Source: an optimization exercise on an open RTL-to-GDS flow (aim: small area, a short achievable clock period and few clock cycles per item). Production flows keep margins and buffers that such runs may drop.
Only simulation tests tie the RTL to the original design; equivalence was not proved.

JK:
Design cnn_dvcon, start of the top module:
module cnn_dvcon
(
  input  logic               aclk,
  input  logic               aresetn,
  input  logic [cnn_dvcon_pkg::TDATA_W-1:0] s_axis_tdata,
  input  logic               s_axis_tvalid,
  output logic               s_axis_tready,
  output logic [cnn_dvcon_pkg::ACC_W-1:0]   m_axis_tdata,
  output logic               m_axis_tvalid,
  input  logic               m_axis_tready
);
  logic pp_0_0_0;
  logic pp_0_0_1;
  logic pp_0_0_2;
  logic pp_0_0_3;
  logic pp_0_0_4;
  logic pp_0_0_5;
  logic pp_0_0_6;
  logic pp_0_0_7;
  logic pp_0_1_0;
  logic pp_0_1_1;
  logic pp_0_1_2;
  logic pp_0_1_3;
  logic pp_0_1_4;
  logic pp_0_1_5;
  logic pp_0_1_6;
  logic pp_0_1_7;
  logic pp_0_2_0;
  logic pp_0_2_1;
  logic pp_0_2_2;
  logic pp_0_2_3;
  logic pp_0_2_4;
  logic pp_0_2_5;
  logic pp_0_2_6;
  logic pp_0_2_7;
  logic pp_0_3_0;
  logic pp_0_3_1;
  logic pp_0_3_2;
  logic pp_0_3_3;
  logic pp_0_3_4;
  logic pp_0_3_5;
  logic pp_0_3_6;
  logic pp_0_3_7;
  logic pp_0_4_0;
  logic pp_0_4_1;
  logic pp_0_4_2;
  logic pp_0_4_3;
  logic pp_0_4_4;
  logic pp_0_4_5;
  logic pp_0_4_6;
  logic pp_0_4_7;
  logic pp_0_5_0;
  logic pp_0_5_1;
  logic pp_0_5_2;
  logic pp_0_5_3;
  logic pp_0_5_4;
  logic pp_0_5_5;
  logic pp_0_5_6;
  logic pp_0_5_7;
  logic pp_0_6_0;
  logic pp_0_6_1;
  logic pp_0_6_2;
  logic pp_0_6_3;
  logic pp_0_6_4;
  logic pp_0_6_5;
  logic pp_0_6_6;
  logic pp_0_6_7;
  logic pp_0_7_0;
  logic pp_0_7_1;
  logic pp_0_7_2;
  logic pp_0_7_3;
  logic pp_0_7_4;
  logic pp_0_7_5;
  logic pp_0_7_6;
  logic pp_0_7_7;
  logic pp_1_0_0;
  logic pp_1_0_1;
  logic pp_1_0_2;
  logic pp_1_0_3;
  logic pp_1_0_4;
  logic pp_1_0_5;
  ...
Size: ~1,400 cells after synthesis, ~53 flip-flops, roughly 170 I/O pins, ~16,000 sq um of cells after synthesis.
==> flow/config.mk <==
export PLATFORM = sky130hd
export DESIGN_NAME = cnn_dvcon
export DESIGN_NICKNAME = cnn_dvcon
export VERILOG_FILES = /design/flow/design.v
export SDC_FILE = /design/flow/constraint.sdc
export NUM_CORES = 4
export LEC_CHECK = 0
export CAP_MARGIN = 20
export CORE_MARGIN = 2
export CORE_UTILIZATION = 70
export PLACE_DENSITY = 0.8
export SLEW_MARGIN = 20
export SYNTH_HIERARCHICAL = 1
==> flow/constraint.sdc <==
create_clock -name core_clock -period 8.0 [get_ports {aclk}]
set_input_delay 1.6000 -clock core_clock [delete_from_list [all_inputs] [get_ports {aclk}]]
set_output_delay 1.6000 -clock core_clock [all_outputs]
set_load 0.01 [all_outputs]
standard.sh (not shown) runs the stock make flow with config.mk's settings and CLKGATE_MAP_FILE= SYNTH_SCRIPT=/design/flow/synth_recipe.tcl, a recipe that flattens the netlist after the stock synthesis.
==> flow/flow/run.sh <==
#!/bin/bash
# Standard layout (the standard.sh), except that the port buffers are
# sky130_fd_sc_hd__buf_2 cells rather than the delay cells buffer_ports picks by default.
set -e
export BUFFER_PORTS_ARGS="-buffer_cell sky130_fd_sc_hd__buf_2"
bash standard.sh > standard_flow.log 2>&1
JK finished every step from synthesis to the final layout, and the layout passed the timing, DRC and antenna checks.
Testbench counts of JK, summed over its fixed seeds: cycles 16,008, items 16,000.
Input changes introduced in MS (baseline for comparison: JK):
Settings: removing PLACE_DENSITY (formerly 0.8); changing CORE_UTILIZATION from 70 to 40; setting SETUP_SLACK_MARGIN to 2 for the first time.
### Flow results
- MS gives less via density per instance than JK did.
- Summary of the comparison: final instance area is higher in MS, relative to JK.
- Between JK and MS, the antenna diode count is lower for MS.
- Max core utilization across JK and MS: JK
- Setup WNS JK -> MS: better
- Changes observed in MS relative to JK: cell count increased 13%; met2 demand-to-capacity share in global routing decreased 30 points.
[inputs] AL vs MS
Settings: SETUP_SLACK_MARGIN: 2 -> 3.
Results
AL vs. MS: die height held steady; clock buffer count held steady; core utilization grew by 4.9 points; number of nets in the layout grew by 0.41%; pre-CTS setup slack grew by 0.10 ns.
Looking at timing-limited maximum frequency across AL and MS, the one that comes out lower is MS.
The source-to-sink clock delay at the later pin of the worst-skew pair was comparable across AL and MS.
| sequential share of layout area | AL vs MS | 0.92 points lower |
STATUS minimum period implied by the final worst setup slack: AL wins against MS
Re number of tap cells inserted: no difference whatsoever between MS and AL.
Input changes introduced in TR (baseline for comparison: AL):
Settings: a deleted SETUP_SLACK_MARGIN that had been 3; a change of CORE_UTILIZATION from 40 to 60.
Results
- What TR reported for sum of routed wire length over all layers has to be multiplied by 1.07 to get the figure for AL.
- Delta(global-route wire length before repair, TR - AL) < 0
- Taking AL as the reference, in TR met2 wirelength from detailed routing saw a decrease; synthesized cell count comparable; die area lost 14,000 sq um; worst slack at placement lower.
- Relative to AL, the fmax of TR is lower by about 6.6%.
- Count of non-CTS buffers in the layout ended up 5.0% lower on TR than on AL.
- Between AL and TR, multi-input combinational cell area decreased.

## what the ideal ports hide
The results above use ideal ports. As a check the final layouts listed here were re-extracted and re-timed, cells and wires unchanged. Step 1 assumes that a clkbuf_16 drives the clock port and a buf_2 every other input. Step 2 also shifts input and output timing later by t, the mid clock arrival at the registers, as if the neighbouring blocks saw the same clock. Three values: ideal, step 1, step 2; two values: the first two.
| run | t (ns) | slack for setup (ns) | worst hold slack (ns) | worst register clock-pin slew, ns | worst slew at a driven data input, ns |
|---|---|---|---|---|---|
| JK | 0.349 | 2.358 / 2.372 / 2.025 | 1.051 / 1.033 / 1.072 | 0.09 / 0.09 | 0.07 |
| MS | 0.350 | 2.467 / 2.424 / 2.207 | 0.898 / 0.898 / 0.898 | 0.07 / 0.07 | 0.06 |
| AL | 0.367 | 2.738 / 2.686 / 2.496 | 0.942 / 0.942 / 0.942 | 0.08 / 0.08 | 0.09 |
| TR | 0.355 | 2.368 / 2.318 / 2.177 | 1.043 / 1.013 / 1.152 | 0.08 / 0.08 | 0.06 |
After both steps setup and hold are still met in every run listed. For JK, which loses most, drivers alone change the setup slack by +0.014 ns; drivers and shift together by -0.333 ns.
